Source: an optimization exercise on an open RTL-to-GDS flow (aim: small area, a short achievable clock period and few clock cycles per item). Production flows keep margins and buffers that such runs may drop.
Power figures rest on the tool's default switching activity, not on a simulated workload.

==> inputs of v33 <==
## image_rotate_scatter_address
module image_rotate_scatter_address
#(
    parameter int unsigned PIXEL_BITS = 32
) (
    input  logic                  i_clk,
    input  logic                  i_rst_n,
    input  logic                  i_cfg_wr_en,
    input  logic [IDX_W-1:0]      i_cfg_index,
    input  logic [CFG_W-1:0]      i_cfg_wdata,
    input  logic                  i_in_valid,
    output logic                  o_in_stall,
    input  logic [PIXEL_BITS-1:0] i_pixel_in,
    input  logic                  i_frame_start,
    output logic                  o_out_valid,
    input  logic                  i_out_stall,
    output logic [PIXEL_BITS-1:0] o_pixel_out,
    output logic [POS_W-1:0]      o_dest_col,
    output logic [POS_W-1:0]      o_dest_row,
    output logic [ADDR_W-1:0]     o_byte_address,
    output logic                  o_frame_last,
    output logic                  o_bad_rotation
);
clock: 10.0 ns
lec_check: 0
cap_margin: 20
core_margin: 2
core_utilization: 45
setup_slack_margin: 5
slew_margin: 20
tns_end_percent: 0
standard.sh (not shown) runs the stock make flow with config.mk's settings and CLKGATE_MAP_FILE= SYNTH_SCRIPT=/design/flow/synth_recipe.tcl, a recipe that flattens the netlist after the stock synthesis.
==> flow/flow/run.sh <==
#!/bin/bash
set -euo pipefail
CTS='-sink_clustering_enable -repair_clock_nets -dont_use_dummy_load'
bash standard.sh SETUP_SLACK_MARGIN=7 'BUFFER_PORTS_ARGS=-buffer_cell sky130_fd_sc_hd__buf_2' "CTS_ARGS=$CTS" finish > flow_make.log 2>&1
==> inputs of v14, as changes to v33 <==
--- a/flow/design.v
+++ b/flow/design.v
@@ -47,52 +47,52 @@
     output logic [POS_W-1:0]      o_dest_row,
     output logic [ADDR_W-1:0]     o_byte_address,
     output logic                  o_frame_last,
     output logic                  o_bad_rotation
 );
     logic [DIM_W-1:0] r_w;        
     logic [DIM_W-1:0] r_h;        
     logic [ROT_W-1:0] r_rot;
-    logic [BPP_W-2:0] r_bm1;      
+    logic [BPP_W-1:0] r_bpp;      
     logic             r_bad;      
     logic [DIM_W-1:0] cfg_dim;
-    logic [BPP_W-2:0] cfg_bm1;
+    logic [BPP_W-1:0] cfg_bpp;
     always_comb begin
         if (i_cfg_wdata == '0) begin
             cfg_dim = DIM_W'(1);
         end else if (i_cfg_wdata > CFG_W'(MAX_DIM)) begin
             cfg_dim = DIM_MAX;
         end else begin
             cfg_dim = DIM_W'(i_cfg_wdata);
         end
         if (i_cfg_wdata[BPP_W-1:0] == '0) begin
-            cfg_bm1 = '0;
+            cfg_bpp = BPP_W'(1);
         end else if (i_cfg_wdata[BPP_W-1:0] > BPP_MAX) begin
-            cfg_bm1 = (BPP_W-1)'(BPP_MAX - BPP_W'(1));
+            cfg_bpp = BPP_MAX;
         end else begin
-            cfg_bm1 = (BPP_W-1)'(i_cfg_wdata[BPP_W-1:0] - BPP_W'(1));
+            cfg_bpp = i_cfg_wdata[BPP_W-1:0];
         end
     end
     always_ff @(posedge i_clk) begin
         if (!i_rst_n) begin
             r_w   <= DIM_RST;
             r_h   <= DIM_RST;
             r_rot <= ROT_90;
-            r_bm1 <= (BPP_W-1)'(BPP_RST - BPP_W'(1));
+            r_bpp <= BPP_RST;
             r_bad <= 1'b0;
         end else if (i_cfg_wr_en) begin
             unique case (i_cfg_index)
                 REG_SRC_WIDTH:       r_w <= cfg_dim;
                 REG_SRC_HEIGHT:      r_h <= cfg_dim;
                 REG_ROTATION: begin
                     r_rot <= i_cfg_wdata[ROT_W-1:0];
                     r_bad <= (i_cfg_wdata[ROT_W-1:0] == ROT_INVALID);
                 end
-                REG_BYTES_PER_PIXEL: r_bm1 <= cfg_bm1;
+                REG_BYTES_PER_PIXEL: r_bpp <= cfg_bpp;
                 default: begin
                 end
             endcase
         end
     end
     wire rot90  = (r_rot == ROT_90);
     wire rot180 = (r_rot == ROT_180);
     wire bad    = (r_rot == ROT_INVALID);
@@ -120,17 +120,17 @@
     localparam logic [2:0] E_FIN  = 3'd3;    
     localparam logic [2:0] E_FIN2 = 3'd4;    
     localparam logic [2:0] E_P    = 3'd5;    
     localparam logic [2:0] E_Q    = 3'd6;    
     logic       r_busy;
     logic [2:0] r_est;
     logic [3:0] r_idx;
     logic       r_bit;
-    logic       r_a_dbl, r_a_addr, r_a_negb, r_b_b, r_b_db, r_b_k, r_b_dc, r_sub, r_cin;
+    logic       r_a_dbl, r_a_addr, r_a_negb, r_b_b, r_b_db, r_b_k, r_b_dc, r_sub;
     wire                  fs  = r_sv ? r_sfs  : i_frame_start;
     wire [PIXEL_BITS-1:0] pix = r_sv ? r_spix : i_pixel_in;
     wire accept   = i_in_valid && !r_stall;
     wire fs_wait  = fs && !r_org;
     wire can_go   = !r_ov || !i_out_stall;
     wire have     = r_sv || accept;
     wire ld_out   = can_go && have;
     wire load     = ld_out && !fs_wait;
@@ -194,91 +194,87 @@
             ctl_run = {1'b0, 1'b0, 1'b1, 1'b0, r90, !r90, 1'b0, 1'b0};
         end else if (pcz && rot[0]) begin
             ctl_run = {1'b0, 1'b1, 1'b0, 1'b0, 1'b0, 1'b1, 1'b0, r90};
         end else begin
             ctl_run = {1'b0, 1'b1, 1'b0, r180, !r180, 1'b0, 1'b0, !r90};
         end
     endfunction
     function automatic logic [CTL_W-1:0] ctl_eng(input logic [2:0] est, input logic bit_,
-                                                 input logic r180, input logic first);
+                                                 input logic r180);
         unique case (est)
-            E_Y:      ctl_eng = {!first, 1'b0, 1'b0, bit_, 1'b0, 1'b0, 1'b0, 1'b0};
-            E_T, E_P: ctl_eng = {!first, 1'b0, 1'b0, 1'b0, bit_, 1'b0, 1'b0, 1'b0};
+            E_Y:      ctl_eng = {1'b1, 1'b0, 1'b0, bit_, 1'b0, 1'b0, 1'b0, 1'b0};
+            E_T, E_P: ctl_eng = {1'b1, 1'b0, 1'b0, 1'b0, bit_, 1'b0, 1'b0, 1'b0};
             E_FIN:    ctl_eng = {1'b0, 1'b1, 1'b0, 1'b0, !r180, 1'b0, 1'b0, !r180};
             E_FIN2:   ctl_eng = {1'b0, 1'b1, 1'b0, 1'b1, 1'b0, 1'b0, 1'b0, 1'b0};
             E_Q:      ctl_eng = {1'b0, 1'b1, 1'b0, 1'b0, 1'b0, 1'b0, 1'b1, 1'b0};
             default:  ctl_eng = {1'b0, 1'b1, 1'b0, 1'b0, 1'b0, 1'b0, 1'b0, 1'b0};
         endcase
     endfunction
-    logic       e_busy, e_org, e_direct, e_bit, e_first;
+    logic       e_busy, e_org, e_direct, e_bit;
     logic [2:0] e_est;
     logic [3:0] e_idx;
     wire        k_done = (r_est == E_FIN && rot180) || r_est == E_FIN2;
     always_comb begin
         e_busy   = r_busy;
         e_est    = r_est;
         e_idx    = idx_m1;
         e_bit    = bmul[idx_m1];
         e_org    = r_org;
         e_direct = r_direct;
-        e_first  = 1'b0;
         unique case (r_est)
             E_INIT: begin
-                e_est   = E_Y;
-                e_idx   = top_d;
-                e_bit   = 1'b1;
-                e_first = 1'b1;
+                e_est = E_Y;
+                e_idx = top_d;
+                e_bit = 1'b1;
             end
             E_Y: begin
                 if (idx_last) begin
-                    e_est   = E_T;
-                    e_idx   = top_x;
-                    e_bit   = 1'b1;
-                    e_first = 1'b1;
+                    e_est = E_T;
+                    e_idx = top_x;
+                    e_bit = 1'b1;
                 end
             end
             E_T: begin
                 if (idx_last) e_est = E_FIN;
             end
             E_FIN, E_FIN2: begin
                 if (!k_done) begin
                     e_est = E_FIN2;
                 end else if (r_mid) begin
-                    e_est   = E_P;
-                    e_idx   = 4'(POS_W);
-                    e_bit   = 1'b0;
-                    e_first = 1'b1;
+                    e_est = E_P;
+                    e_idx = 4'(POS_W);
+                    e_bit = 1'b0;
                 end else begin
                     e_org  = 1'b1;       
                     e_busy = 1'b0;
                     e_est  = E_INIT;
                 end
             end
             E_P: begin
                 if (idx_last) begin
                     e_est = E_Q;
-                    e_idx = 4'(r_bm1);
+                    e_idx = 4'(r_bpp - BPP_W'(1));
                 end
             end
             default: begin   
                 if (idx_last) begin
                     e_busy   = 1'b0;
                     e_direct = 1'b1;
                     e_est    = E_INIT;
                 end
             end
         endcase
     end
     wire w_quick = (i_cfg_index == REG_BYTES_PER_PIXEL);
-    wire [CTL_W-1:0] ctl_busy  = e_busy ? ctl_eng(e_est, e_bit, rot180, e_first) : ctl_run(e_org, r_pcz, r_rot);
+    wire [CTL_W-1:0] ctl_busy  = e_busy ? ctl_eng(e_est, e_bit, rot180) : ctl_run(e_org, r_pcz, r_rot);
     wire [CTL_W-1:0] ctl_load  = ctl_run(colend && rowend, colend, r_rot);
     wire [CTL_W-1:0] ctl_hold  = ctl_run(r_org, r_pcz, r_rot);
     wire [CTL_W-1:0] ctl_wait  = ctl_run(1'b1, r_pcz, r_rot);
-    wire [CTL_W-1:0] ctl_quick = ctl_eng(E_Y, 1'b1, rot180, 1'b1);
+    wire [CTL_W-1:0] ctl_quick = ctl_eng(E_Y, 1'b1, rot180);
     wire fs_block = have && fs_wait;
     logic [CTL_W-1:0] n_ctl;
     logic             n_busy, n_org, n_pcz, n_direct, n_bit;
     logic [2:0]       n_est;
     logic [3:0]       n_idx;
     always_comb begin
         n_busy   = r_busy;
         n_est    = r_est;
@@ -312,30 +308,30 @@
             n_ctl    = ctl_load;
         end else if (fs_block) begin
             n_org    = 1'b1;
             n_ctl    = ctl_wait;
         end
     end
     wire n_a_dbl, n_a_addr, n_a_negb, n_b_b, n_b_db, n_b_k, n_b_dc, n_sub;
     assign {n_a_dbl, n_a_addr, n_a_negb, n_b_b, n_b_db, n_b_k, n_b_dc, n_sub} = n_ctl;
-    wire n_cin = n_sub ^ n_b_b;
+    wire [BPP_W-1:0]  negb5   = BPP_W'(~r_bpp + BPP_W'(1));
     wire [ADDR_W-1:0] add_a   = ({ADDR_W{r_a_dbl}}  & {r_addr[ADDR_W-2:0], 1'b0})
                               | ({ADDR_W{r_a_addr}} & r_addr)
-                              | ({ADDR_W{r_a_negb}} & ~(ADDR_W'(r_bm1)));    
-    wire [ADDR_W-1:0] add_b   = ({ADDR_W{r_b_b}}  & ADDR_W'(r_bm1))
+                              | ({ADDR_W{r_a_negb}} & {{(ADDR_W-BPP_W){1'b1}}, negb5});
+    wire [ADDR_W-1:0] add_b   = ({ADDR_W{r_b_b}}  & ADDR_W'(r_bpp))
                               | ({ADDR_W{r_b_db}} & ADDR_W'(r_db))
                               | ({ADDR_W{r_b_k}}  & r_k)
                               | ({ADDR_W{r_b_dc}} & ADDR_W'(r_dc));
     wire [ADDR_W-1:0] add_b2  = r_sub ? ~add_b : add_b;
     localparam int unsigned NPOS = ADDR_W + 1;
-    localparam int unsigned NLEV = 5;                
+    localparam int unsigned NLEV = $clog2(NPOS);
     logic [NPOS-1:0] pg_g [0:NLEV];
     logic [NPOS-1:0] pg_p [0:NLEV];
-    assign pg_g[0] = {add_a & add_b2, r_cin};
+    assign pg_g[0] = {add_a & add_b2, r_sub};
     assign pg_p[0] = {add_a ^ add_b2, 1'b0};
     for (genvar l = 0; l < NLEV; l++) begin : g_lev
         for (genvar j = 0; j < NPOS; j++) begin : g_pos
             if (((j >> l) & 1) == 1) begin : g_comb
                 localparam int unsigned K = ((j >> l) << l) - 1;
                 assign pg_g[l+1][j] = pg_g[l][j] | (pg_p[l][j] & pg_g[l][K]);
                 assign pg_p[l+1][j] = pg_p[l][j] & pg_p[l][K];
             end else begin : g_pass
@@ -384,27 +380,45 @@
         r_a_dbl  <= n_a_dbl;
         r_a_addr <= n_a_addr;
         r_a_negb <= n_a_negb;
         r_b_b    <= n_b_b;
         r_b_db   <= n_b_db;
         r_b_k    <= n_b_k;
         r_b_dc   <= n_b_dc;
         r_sub    <= n_sub;
-        r_cin    <= n_cin;
-        if (r_busy) begin
-            r_addr <= add_sum;
-            if (r_est == E_Y && idx_last) begin
-                r_db <= bad ? '0 : add_sum[DB_W-1:0];
-            end
-            if (k_done) begin
-                r_k  <= add_sum;
-                r_dr <= dr_s;
-                r_dc <= dc_s;
-            end
+        if (i_cfg_wr_en) begin
+            r_addr <= '0;
+        end else if (r_busy) begin
+            unique case (r_est)
+                E_INIT: begin
+                    r_addr <= '0;
+                end
+                E_Y: begin
+                    if (idx_last) begin
+                        r_db   <= bad ? '0 : add_sum[DB_W-1:0];
+                        r_addr <= '0;
+                    end else begin
+                        r_addr <= add_sum;
+                    end
+                end
+                E_FIN, E_FIN2: begin
+                    if (k_done) begin
+                        r_k    <= add_sum;
+                        r_dr   <= dr_s;
+                        r_dc   <= dc_s;
+                        r_addr <= '0;
+                    end else begin
+                        r_addr <= add_sum;
+                    end
+                end
+                default: begin   
+                    r_addr <= add_sum;
+                end
+            endcase
         end else if (ld_out) begin
             if (r_org || !r_direct) begin
                 r_addr <= add_sum;
             end
             r_dr   <= dr_s;
             r_dc   <= dc_s;
         end
     end
==> flow/flow/run.sh (replaced) <==
#!/bin/bash
set -euo pipefail
CTS='-sink_clustering_enable -repair_clock_nets -dont_use_dummy_load'
bash standard.sh SETUP_SLACK_MARGIN=6.5 'BUFFER_PORTS_ARGS=-buffer_cell sky130_fd_sc_hd__buf_2' "CTS_ARGS=$CTS" finish > flow_make.log 2>&1
==> inputs of v32, as changes to v33 <==
--- a/flow/design.v
+++ b/flow/design.v
@@ -47,52 +47,52 @@
     output logic [POS_W-1:0]      o_dest_row,
     output logic [ADDR_W-1:0]     o_byte_address,
     output logic                  o_frame_last,
     output logic                  o_bad_rotation
 );
     logic [DIM_W-1:0] r_w;        
     logic [DIM_W-1:0] r_h;        
     logic [ROT_W-1:0] r_rot;
-    logic [BPP_W-2:0] r_bm1;      
+    logic [BPP_W-1:0] r_bpp;      
     logic             r_bad;      
     logic [DIM_W-1:0] cfg_dim;
-    logic [BPP_W-2:0] cfg_bm1;
+    logic [BPP_W-1:0] cfg_bpp;
     always_comb begin
         if (i_cfg_wdata == '0) begin
             cfg_dim = DIM_W'(1);
         end else if (i_cfg_wdata > CFG_W'(MAX_DIM)) begin
             cfg_dim = DIM_MAX;
         end else begin
             cfg_dim = DIM_W'(i_cfg_wdata);
         end
         if (i_cfg_wdata[BPP_W-1:0] == '0) begin
-            cfg_bm1 = '0;
+            cfg_bpp = BPP_W'(1);
         end else if (i_cfg_wdata[BPP_W-1:0] > BPP_MAX) begin
-            cfg_bm1 = (BPP_W-1)'(BPP_MAX - BPP_W'(1));
+            cfg_bpp = BPP_MAX;
         end else begin
-            cfg_bm1 = (BPP_W-1)'(i_cfg_wdata[BPP_W-1:0] - BPP_W'(1));
+            cfg_bpp = i_cfg_wdata[BPP_W-1:0];
         end
     end
     always_ff @(posedge i_clk) begin
         if (!i_rst_n) begin
             r_w   <= DIM_RST;
             r_h   <= DIM_RST;
             r_rot <= ROT_90;
-            r_bm1 <= (BPP_W-1)'(BPP_RST - BPP_W'(1));
+            r_bpp <= BPP_RST;
             r_bad <= 1'b0;
         end else if (i_cfg_wr_en) begin
             unique case (i_cfg_index)
                 REG_SRC_WIDTH:       r_w <= cfg_dim;
                 REG_SRC_HEIGHT:      r_h <= cfg_dim;
                 REG_ROTATION: begin
                     r_rot <= i_cfg_wdata[ROT_W-1:0];
                     r_bad <= (i_cfg_wdata[ROT_W-1:0] == ROT_INVALID);
                 end
-                REG_BYTES_PER_PIXEL: r_bm1 <= cfg_bm1;
+                REG_BYTES_PER_PIXEL: r_bpp <= cfg_bpp;
                 default: begin
                 end
             endcase
         end
     end
     wire rot90  = (r_rot == ROT_90);
     wire rot180 = (r_rot == ROT_180);
     wire bad    = (r_rot == ROT_INVALID);
@@ -120,17 +120,17 @@
     localparam logic [2:0] E_FIN  = 3'd3;    
     localparam logic [2:0] E_FIN2 = 3'd4;    
     localparam logic [2:0] E_P    = 3'd5;    
     localparam logic [2:0] E_Q    = 3'd6;    
     logic       r_busy;
     logic [2:0] r_est;
     logic [3:0] r_idx;
     logic       r_bit;
-    logic       r_a_dbl, r_a_addr, r_a_negb, r_b_b, r_b_db, r_b_k, r_b_dc, r_sub, r_cin;
+    logic       r_a_dbl, r_a_addr, r_a_negb, r_b_b, r_b_db, r_b_k, r_b_dc, r_sub;
     wire                  fs  = r_sv ? r_sfs  : i_frame_start;
     wire [PIXEL_BITS-1:0] pix = r_sv ? r_spix : i_pixel_in;
     wire accept   = i_in_valid && !r_stall;
     wire fs_wait  = fs && !r_org;
     wire can_go   = !r_ov || !i_out_stall;
     wire have     = r_sv || accept;
     wire ld_out   = can_go && have;
     wire load     = ld_out && !fs_wait;
@@ -194,91 +194,87 @@
             ctl_run = {1'b0, 1'b0, 1'b1, 1'b0, r90, !r90, 1'b0, 1'b0};
         end else if (pcz && rot[0]) begin
             ctl_run = {1'b0, 1'b1, 1'b0, 1'b0, 1'b0, 1'b1, 1'b0, r90};
         end else begin
             ctl_run = {1'b0, 1'b1, 1'b0, r180, !r180, 1'b0, 1'b0, !r90};
         end
     endfunction
     function automatic logic [CTL_W-1:0] ctl_eng(input logic [2:0] est, input logic bit_,
-                                                 input logic r180, input logic first);
+                                                 input logic r180);
         unique case (est)
-            E_Y:      ctl_eng = {!first, 1'b0, 1'b0, bit_, 1'b0, 1'b0, 1'b0, 1'b0};
-            E_T, E_P: ctl_eng = {!first, 1'b0, 1'b0, 1'b0, bit_, 1'b0, 1'b0, 1'b0};
+            E_Y:      ctl_eng = {1'b1, 1'b0, 1'b0, bit_, 1'b0, 1'b0, 1'b0, 1'b0};
+            E_T, E_P: ctl_eng = {1'b1, 1'b0, 1'b0, 1'b0, bit_, 1'b0, 1'b0, 1'b0};
             E_FIN:    ctl_eng = {1'b0, 1'b1, 1'b0, 1'b0, !r180, 1'b0, 1'b0, !r180};
             E_FIN2:   ctl_eng = {1'b0, 1'b1, 1'b0, 1'b1, 1'b0, 1'b0, 1'b0, 1'b0};
             E_Q:      ctl_eng = {1'b0, 1'b1, 1'b0, 1'b0, 1'b0, 1'b0, 1'b1, 1'b0};
             default:  ctl_eng = {1'b0, 1'b1, 1'b0, 1'b0, 1'b0, 1'b0, 1'b0, 1'b0};
         endcase
     endfunction
-    logic       e_busy, e_org, e_direct, e_bit, e_first;
+    logic       e_busy, e_org, e_direct, e_bit;
     logic [2:0] e_est;
     logic [3:0] e_idx;
     wire        k_done = (r_est == E_FIN && rot180) || r_est == E_FIN2;
     always_comb begin
         e_busy   = r_busy;
         e_est    = r_est;
         e_idx    = idx_m1;
         e_bit    = bmul[idx_m1];
         e_org    = r_org;
         e_direct = r_direct;
-        e_first  = 1'b0;
         unique case (r_est)
             E_INIT: begin
-                e_est   = E_Y;
-                e_idx   = top_d;
-                e_bit   = 1'b1;
-                e_first = 1'b1;
+                e_est = E_Y;
+                e_idx = top_d;
+                e_bit = 1'b1;
             end
             E_Y: begin
                 if (idx_last) begin
-                    e_est   = E_T;
-                    e_idx   = top_x;
-                    e_bit   = 1'b1;
-                    e_first = 1'b1;
+                    e_est = E_T;
+                    e_idx = top_x;
+                    e_bit = 1'b1;
                 end
             end
             E_T: begin
                 if (idx_last) e_est = E_FIN;
             end
             E_FIN, E_FIN2: begin
                 if (!k_done) begin
                     e_est = E_FIN2;
                 end else if (r_mid) begin
-                    e_est   = E_P;
-                    e_idx   = 4'(POS_W);
-                    e_bit   = 1'b0;
-                    e_first = 1'b1;
+                    e_est = E_P;
+                    e_idx = 4'(POS_W);
+                    e_bit = 1'b0;
                 end else begin
                     e_org  = 1'b1;       
                     e_busy = 1'b0;
                     e_est  = E_INIT;
                 end
             end
             E_P: begin
                 if (idx_last) begin
                     e_est = E_Q;
-                    e_idx = 4'(r_bm1);
+                    e_idx = 4'(r_bpp - BPP_W'(1));
                 end
             end
             default: begin   
                 if (idx_last) begin
                     e_busy   = 1'b0;
                     e_direct = 1'b1;
                     e_est    = E_INIT;
                 end
             end
         endcase
     end
     wire w_quick = (i_cfg_index == REG_BYTES_PER_PIXEL);
-    wire [CTL_W-1:0] ctl_busy  = e_busy ? ctl_eng(e_est, e_bit, rot180, e_first) : ctl_run(e_org, r_pcz, r_rot);
+    wire [CTL_W-1:0] ctl_busy  = e_busy ? ctl_eng(e_est, e_bit, rot180) : ctl_run(e_org, r_pcz, r_rot);
     wire [CTL_W-1:0] ctl_load  = ctl_run(colend && rowend, colend, r_rot);
     wire [CTL_W-1:0] ctl_hold  = ctl_run(r_org, r_pcz, r_rot);
     wire [CTL_W-1:0] ctl_wait  = ctl_run(1'b1, r_pcz, r_rot);
-    wire [CTL_W-1:0] ctl_quick = ctl_eng(E_Y, 1'b1, rot180, 1'b1);
+    wire [CTL_W-1:0] ctl_quick = ctl_eng(E_Y, 1'b1, rot180);
     wire fs_block = have && fs_wait;
     logic [CTL_W-1:0] n_ctl;
     logic             n_busy, n_org, n_pcz, n_direct, n_bit;
     logic [2:0]       n_est;
     logic [3:0]       n_idx;
     always_comb begin
         n_busy   = r_busy;
         n_est    = r_est;
@@ -312,30 +308,30 @@
             n_ctl    = ctl_load;
         end else if (fs_block) begin
             n_org    = 1'b1;
             n_ctl    = ctl_wait;
         end
     end
     wire n_a_dbl, n_a_addr, n_a_negb, n_b_b, n_b_db, n_b_k, n_b_dc, n_sub;
     assign {n_a_dbl, n_a_addr, n_a_negb, n_b_b, n_b_db, n_b_k, n_b_dc, n_sub} = n_ctl;
-    wire n_cin = n_sub ^ n_b_b;
+    wire [BPP_W-1:0]  negb5   = BPP_W'(~r_bpp + BPP_W'(1));
     wire [ADDR_W-1:0] add_a   = ({ADDR_W{r_a_dbl}}  & {r_addr[ADDR_W-2:0], 1'b0})
                               | ({ADDR_W{r_a_addr}} & r_addr)
-                              | ({ADDR_W{r_a_negb}} & ~(ADDR_W'(r_bm1)));    
-    wire [ADDR_W-1:0] add_b   = ({ADDR_W{r_b_b}}  & ADDR_W'(r_bm1))
+                              | ({ADDR_W{r_a_negb}} & {{(ADDR_W-BPP_W){1'b1}}, negb5});
+    wire [ADDR_W-1:0] add_b   = ({ADDR_W{r_b_b}}  & ADDR_W'(r_bpp))
                               | ({ADDR_W{r_b_db}} & ADDR_W'(r_db))
                               | ({ADDR_W{r_b_k}}  & r_k)
                               | ({ADDR_W{r_b_dc}} & ADDR_W'(r_dc));
     wire [ADDR_W-1:0] add_b2  = r_sub ? ~add_b : add_b;
     localparam int unsigned NPOS = ADDR_W + 1;
-    localparam int unsigned NLEV = 5;                
+    localparam int unsigned NLEV = $clog2(NPOS);
     logic [NPOS-1:0] pg_g [0:NLEV];
     logic [NPOS-1:0] pg_p [0:NLEV];
-    assign pg_g[0] = {add_a & add_b2, r_cin};
+    assign pg_g[0] = {add_a & add_b2, r_sub};
     assign pg_p[0] = {add_a ^ add_b2, 1'b0};
     for (genvar l = 0; l < NLEV; l++) begin : g_lev
         for (genvar j = 0; j < NPOS; j++) begin : g_pos
             if (((j >> l) & 1) == 1) begin : g_comb
                 localparam int unsigned K = ((j >> l) << l) - 1;
                 assign pg_g[l+1][j] = pg_g[l][j] | (pg_p[l][j] & pg_g[l][K]);
                 assign pg_p[l+1][j] = pg_p[l][j] & pg_p[l][K];
             end else begin : g_pass
@@ -384,27 +380,45 @@
         r_a_dbl  <= n_a_dbl;
         r_a_addr <= n_a_addr;
         r_a_negb <= n_a_negb;
         r_b_b    <= n_b_b;
         r_b_db   <= n_b_db;
         r_b_k    <= n_b_k;
         r_b_dc   <= n_b_dc;
         r_sub    <= n_sub;
-        r_cin    <= n_cin;
-        if (r_busy) begin
-            r_addr <= add_sum;
-            if (r_est == E_Y && idx_last) begin
-                r_db <= bad ? '0 : add_sum[DB_W-1:0];
-            end
-            if (k_done) begin
-                r_k  <= add_sum;
-                r_dr <= dr_s;
-                r_dc <= dc_s;
-            end
+        if (i_cfg_wr_en) begin
+            r_addr <= '0;
+        end else if (r_busy) begin
+            unique case (r_est)
+                E_INIT: begin
+                    r_addr <= '0;
+                end
+                E_Y: begin
+                    if (idx_last) begin
+                        r_db   <= bad ? '0 : add_sum[DB_W-1:0];
+                        r_addr <= '0;
+                    end else begin
+                        r_addr <= add_sum;
+                    end
+                end
+                E_FIN, E_FIN2: begin
+                    if (k_done) begin
+                        r_k    <= add_sum;
+                        r_dr   <= dr_s;
+                        r_dc   <= dc_s;
+                        r_addr <= '0;
+                    end else begin
+                        r_addr <= add_sum;
+                    end
+                end
+                default: begin   
+                    r_addr <= add_sum;
+                end
+            endcase
         end else if (ld_out) begin
             if (r_org || !r_direct) begin
                 r_addr <= add_sum;
             end
             r_dr   <= dr_s;
             r_dc   <= dc_s;
         end
     end
==> qor summary <==
metric                                                                       v14                      v33                      v32
Tapcell count                                                                402                      396                      402
Highest clock rate                                                       288 MHz                  292 MHz                  295 MHz
Final RePlAce weighted congestion                                          0.949                    0.917                    0.949
Clock share of power                                                       0.311                    0.311                    0.307
Number of buffers and inverters on the critical path                           3                        2                        3
Drt pass-1 iters                                                               6                        7                        5
Synth Area in Compound Gates                                               0.204                    0.182                    0.204
Synthesis-to-finish area growth                                            15.9%                    16.2%                    17.1%
Routed vias                                                               12,172                   11,275                   12,228
Multi-input gate share of the layout cell area                             0.455                    0.430                    0.458
Status                                                   complete, no violations  complete, no violations  complete, no violations
Cell count after placement                                                 1,949                    1,837                    1,949
Buffering overhead                                                        0.0669                   0.0689                   0.0687
Number of global-route vias before repair                                 11,444                   10,935                   11,607
Die span in y                                                             183 um                   181 um                   183 um
Internal reg-to-reg setup slack                                          6.53 ns                  6.62 ns                  6.60 ns
Initial Utilization                                                        0.457                    0.459                    0.457
Share of the synthesized area in the top cell type                         0.336                    0.402                    0.336
Gates resized, CTS repair                                                     15                       36                       58
Fraction of synthesized cell area in xor and xnor cells                   0.0552                   0.0575                   0.0552
No functional check of the RTL was part of any run of this note.

## re-timing with driven ports
In the flow no input, the clock included, has a driving cell. The finished layouts below were timed again as built, in two steps.
Step 1 sets driving cells, clkbuf_16 on the clock port and buf_2 on the other inputs (assumed; they add their load-dependent delay and slew).
Step 2, shift: input delay + t, output delay - t, t = (earliest + latest rising clock arrival at the registers) / 2. This alone moves slack from input paths to output paths.
Slacks: ideal / step 1 / step 2; pairs: ideal / step 1.
| run | t (ns) | setup slack, ns | latest minus earliest clock arrival (ns) |
|---|---|---|---|
| v33 | 0.568 | 6.571 / 6.573 / 6.005 | 0.016 / 0.017 |
| v14 | 0.585 | 6.532 / 6.532 / 6.019 | 0.030 / 0.030 |
| v32 | 0.583 | 6.604 / 6.604 / 6.041 | 0.030 / 0.029 |
After both steps setup and hold are still met in every run listed. The setup slack of v33, which loses most, moves by +0.002 ns with the drivers and by -0.566 ns with both steps.
